This design comes from an exercise in tuning for small area, a short achievable clock period and few clock cycles per item on the open sky130 flow, not from production work. Function was checked by simulation only, so behaviour that the tests miss may differ from the original.

==> flow/design.v, too long to show whole: its modules and the start of the top module <==
// module cos_input_port: 31 lines
// module mul_cs: 295 lines
// module sq_cs: 223 lines
// module term_c2: 235 lines
// module term_c5: 149 lines
// module term_c3: 163 lines
// module term_c6: 123 lines
// module term_c4: 125 lines
// module term_c7: 213 lines
// module term_add: 14 lines
// module cos_output_port: 46 lines
// module cos_taylor_top: 271 lines
module cos_taylor_top (
	input  logic                                    major_clk,
	input  logic                                    rst,
	input  logic                                    in_req,
	input  logic signed [cos_pkg::angle_width-1:0]  in_angle,
	output logic                                    in_ack,
	output logic                                    out_req,
	input  logic                                    out_ack,
	output logic signed [cos_pkg::result_width-1:0] out_result
);
  // ...
==> flow/run.sh <==
#!/bin/bash
# synth_recipe.tcl (not shown) runs the flow's synth.tcl, then flattens the netlist and writes it again
# the make line also repeats each setting of config.mk as NAME=value (left out here)
make -C /OpenROAD-flow-scripts/flow DESIGN_CONFIG=/design/flow/config.mk WORK_HOME=/design/flow/orfs CLKGATE_MAP_FILE= SYNTH_SCRIPT=/design/flow/synth_recipe.tcl finish
==> flow/config.mk <==
export PLATFORM = sky130hd
export DESIGN_NAME = cos_taylor_top
export DESIGN_NICKNAME = cos_taylor_top
export VERILOG_FILES = /design/flow/design.v
export SDC_FILE = /design/flow/constraint.sdc
export NUM_CORES = 4
export LEC_CHECK = 0
export CAP_MARGIN = 20
export CORE_MARGIN = 2
export CORE_UTILIZATION = 40
export PLACE_DENSITY = 0.6
export SETUP_SLACK_MARGIN = 5
export SLEW_MARGIN = 20
==> flow/constraint.sdc <==
create_clock -name core_clock -period 9.5 [get_ports {major_clk}]
set_input_delay 1.9000 -clock core_clock [delete_from_list [all_inputs] [get_ports {major_clk}]]
set_output_delay 1.9000 -clock core_clock [all_outputs]
set_load 0.01 [all_outputs]
==> impl_summary.txt, run 1 <==
----------------------------------------------------
[Detailed routing]
  Initial DRT Pass Iterations ... 6
  Detail Route Antenna Nets ... 0
  Met1 routed wirelength after detailed routing ... roughly 100000 µm

[Synth]
  Mux contribution to synthesized area ... roughly 1.2%
  Number of flops mapped to enable cells by yosys ... just over 100
  Nets in the synthesized netlist ... slightly above 10000
  Xor and xnor fraction of the mapped netlist area ... 11.8%
  Number of distinct library cells after synthesis ... 68
  Area share of and/or/nand/nor cells after synthesis ... between 5 and 6%

[Clocking]
  Number of levels the H-tree was split into ... 4
  CTS Buffer Depth ... 3
  Cts bufs inserted ... 131

[Job]
  Max_cap viols ... 0

[Layout]
  Share of layout cells above drive strength 1 ... around 6%
  Top library cells by usage in the layout, fill and taps aside ... 1280 x inv_1, 1065 x fa_1, 1022 x dfxtp_1, 816 x a22oi_1, 662 x ha_1
  Post-Layout Inst Area ... between 90000 and 100000 µm²

[Floorplanning]
  Number of tap cells inserted ... between 2000 and 3000
  Die Span Y ... ~470 µm

[Status]
  Status ... finished clean

[STA]
  Final critical-path share of the clock period ... between 40% and 50%
  Final count of negative-setup-slack endpoints ... 0
  Shortest clock period the worst path allows after layout ... 4430 ps

[Worst setup path]
  Capture point of the worst reg-to-reg path ... rb_ci[3]

----------------------------------------------------
Testbench counts, summed over its fixed seeds: cycles 4,336, items 2,048.
==> run 2, diff against run 1 <==
--- a/flow/config.mk
+++ b/flow/config.mk
@@ -9,5 +9,4 @@
 export CORE_MARGIN = 2
 export CORE_UTILIZATION = 40
 export PLACE_DENSITY = 0.6
-export SETUP_SLACK_MARGIN = 5
 export SLEW_MARGIN = 20
==> impl_summary.txt, run 2 <==
----------------------------------------------------
[Place]
  Port-buffer cells ... 37
  Post-Place Worst Slack ... 4540 ps
  Half-perimeter wire length after detailed placement ... 162000 µm
  Area after DPL ... 90200 µm²
  Placed cell count ... ~11000
  Last weighted congestion value of the routability-driven placer ... ~0.86

[Detailed routing]
  Initial DRT Pass Iterations ... 6 (unchanged)
  Detail Route Antenna Nets ... 0 (unchanged)
  Number of design-rule violations left by the first detailed-router iteration ... a little over 4000
  DR vias ... 58300
  Drt total wl ... between 200000 and 250000 µm
  # DRC ... 0
  Per-cell routed wire length ... a little under 20 µm
  Average via count per standard cell ... 5.23

[Clocking]
  Library cell used as clock root buffer ... clkbuf_16
  CTS Buffer Depth ... 3 (unchanged)
  Clock tree from TritonCTS ... done
  Number of buffers added to fix hold violations after cts ... 0
  Gates resized, CTS repair ... 0
  Setup Fix Bufs, Post-CTS ... 0
  Clock-pin slew of the registers on the worst-case setup and hold paths ... roughly 60 ps
  Cts bufs inserted ... 135 (+3.1%)
  Total number of clock tree sinks ... approximately 1200
  Insertion delay to the later sink of the worst-skew pair ... ~790 ps
  Number of levels the H-tree was split into ... 4 (unchanged)

[Synth]
  Cell taking the most area after synthesis ... dfxtp_1
  Post-synth top area share ... approximately 25%
  Main area contributors after synthesis ... dfxtp_1 25%, fa_1 24%, ha_1 9.5%
  Cell area after technology mapping ... slightly below 90000 µm²
  Mean instance size in the synthesized netlist ... 10.3 µm²
  Top flip-flop cell by instance count after synthesis ... dfxtp_1
  Most frequent cell after synthesis ... inv_1
  Top cells by count, synth ... 1284 x inv_1, 1073 x dfxtp_1, 1065 x fa_1
  Flip-flop and latch count after synthesis ... 1174
  Number of flops mapped to enable cells by yosys ... 101 (unchanged)
  Nets in the synthesized netlist ... 10200 (unchanged)
  Share of synthesized registers carrying an async set or reset ... 0%
  Count of warnings emitted by yosys ... 39
  Number of distinct library cells after synthesis ... 68 (unchanged)
  Portion of the post-synthesis area used by sequential elements ... between 20 and 30%
  Gate count after technology mapping ... roughly 8500

[Floorplanning]
  Starting Density ... ~40%
  Placeable core region ... ~220000 µm²
  Top Ports ... 38
  Die Span Y ... 472 µm (unchanged)
  Floorplan die area ... 222000 µm²
  Width of the die ... ~470 µm
  # rows ... 171

[Hold path]
  Worst hold path startpoint ... ra_acc[5][1]
  Capture endpoint of the worst hold path ... rb_acc[5][1]
  Hold Crit Class ... register to register
  Number of cells on the worst hold path ... 0

[Worst setup path]
  Data arrival time of the critical path ... 5650 ps
  Critical Path RT ... 10170 ps
  R2R setup slack ... ~4500 ps
  Number of cells on the worst reg-to-reg path ... 12
  Worst setup path class ... register to register
  Critical path startpoint category ... register
  Source of the worst register-to-register timing path ... ra_x[3][17]
  Element type at the critical path end ... register
  Peak fanout along the critical path ... 21
  Capture point of the worst reg-to-reg path ... rb_ci[3]

[STA]
  Final hold viol count ... 0
  Total Neg Setup Slack ... 0 ps
  Headroom to the max-slew limit ... between 20% and 30%
  Highest attainable clock frequency ... roughly 200 MHz
  Count of final max-slew check failures ... 0
  Clock skew ... roughly 36 ps
  Actual transition at the worst max-transition pin ... approximately 1100 ps
  Final critical-path share of the clock period ... 52.4% (+5.7 points)
  Setup repair after global routing missed its margin ... no
  Final count of negative-setup-slack endpoints ... 0 (unchanged)
  Shortest clock period the worst path allows after layout ... 4980 ps (+543 ps)
  Post-route worst setup slack ... approximately 4500 ps

[Status]
  Status ... finished clean

[Layout]
  Leading registers by flop count ... ra_bd x144, rb_bd x144
  Area added between synthesis and finish ... 8.62%
  Top library cells by usage in the layout, fill and taps aside ... 1284 x inv_1, 1066 x dfxtp_1, 1065 x fa_1, 816 x a22oi_1, 663 x ha_1
  Post-Layout Inst Area ... 95000 µm² (about the same)
  Share of layout cells above drive strength 1 ... 5.18% (-0.73 points)
  Final std cells w/o fill ... 11200
  Nets@finish ... approximately 10000
  Most common cell after layout, fill and taps aside ... inv_1
  Fin util ... 43.7%

[Global route]
  First-pass GRT wire length ... about 350000 µm
  Overall track demand over capacity in global routing ... roughly 20%
  Maximum number of pins on one net before global-route repair ... a little over 70
  Vias in the first global route ... slightly above 60000
  Number of antenna violations at the first check in global routing ... 7
  Grt total ovfl ... 0

[Job]
  Max_cap viols ... 0 (unchanged)

----------------------------------------------------
[run 2: cell counts after synthesis]
Identical to the previous run, type by type.
[run 2: how the worst max path moves through the flow]
stage | from | to | cells after the start | slack, ps
4_1_cts | ra_x[3][17] | rb_ci[3] | 12 | 4520
6_report | ra_x[3][17] | rb_ci[3] | 12 | 4520
5_1_grt | ra_x[3][17] | rb_ci[3] | 12 | 4140
3_3_place_gp | ra_x[3][17] | rb_ci[3] | 12 | 4490
3_5_place_dp | ra_x[3][17] | rb_ci[3] | 12 | 4540
2_1_floorplan | r0_pk | e1_tc | 12 | 4890
[run 2: routing by layer]
layer  up-vias  track usage [%]  share of wire (%)  routed length [µm]
li1      26800                -                  -                   -
met1     29300             27.7                 45              100000
met2      1774             32.5                 47              103000
met3       374             2.82                5.2               11500
met4         0             6.35                2.9                6330
met5         -                0                  0                   0
[run 2: cell type report]
type	count	area [µm²]
diodes	5	12.5
clock buffers	168	3740
clock inverters	81	1090
fillers	20300	122000
inverters	1285	4820
multi-input cells	5437	56000
flip-flops and latches	1174	24500
well taps	2854	3570
repair buffers	149	1210
[run 2: per-stage QoR]
step | hold slack [ps]
floorplan | 310
global placement | 310
detailed placement | 312
CTS | 309
global route | 312
finish | 313
[run 2: kinds of logic (layout without fill, tap and decap cells)]
kind of cell | Yosys count | in the layout | synth area share [%]
buf+inv | 1845 | 1683 | 7.92
compound gates | 1529 | 1529 | 12.1
other cells | 0 | 5 | 0
simple gates | 903 | 903 | 5.06
xor+xnor | 1174 | 1174 | 11.8
fa+ha+maj | 1729 | 1729 | 33.9
flops | 1174 | 1174 | 28.0
mux | 102 | 102 | 1.24
[run 2: worst max-delay path, stage by stage, from the launching register on]
cell       delay [ps]
dfxtp_1           900
inv_1             220
ha_1              460
inv_1             600
fa_1              530
fa_1              490
inv_1              50
fa_1              480
inv_1              40
ha_1              310
a2111oi_0         400
o21ai_0           150
o22a_1            210

==> what the ideal ports hide <==
The flow's constraints put no driver on any port. The routed layouts listed below were extracted and timed again, unchanged, in two steps.
Step 1 (the two cells are an assumption about what drives the block):
set clk [get_ports {major_clk}]
set_driving_cell -lib_cell sky130_fd_sc_hd__clkbuf_16 $clk
set_driving_cell -lib_cell sky130_fd_sc_hd__buf_2 [delete_from_list [all_inputs] $clk]
Step 2 also shifts input and output timing later by t, the mid clock arrival at the registers, as if the neighbouring blocks saw the same clock.
Three values: ideal ports, drivers, drivers and shift; two values: the first two.
| run | shift t [ns] | setup slack, ns | worst slew at a driven data input, ns | cell pins on the clock port's net |
|---|---|---|---|---|
| run 1 | 0.843 | 5.068 / 5.068 / 5.068 | 0.11 | 1 |
| run 2 | 0.865 | 4.525 / 4.525 / 4.525 | 0.18 | 1 |
After both steps every run listed still meets setup and hold.
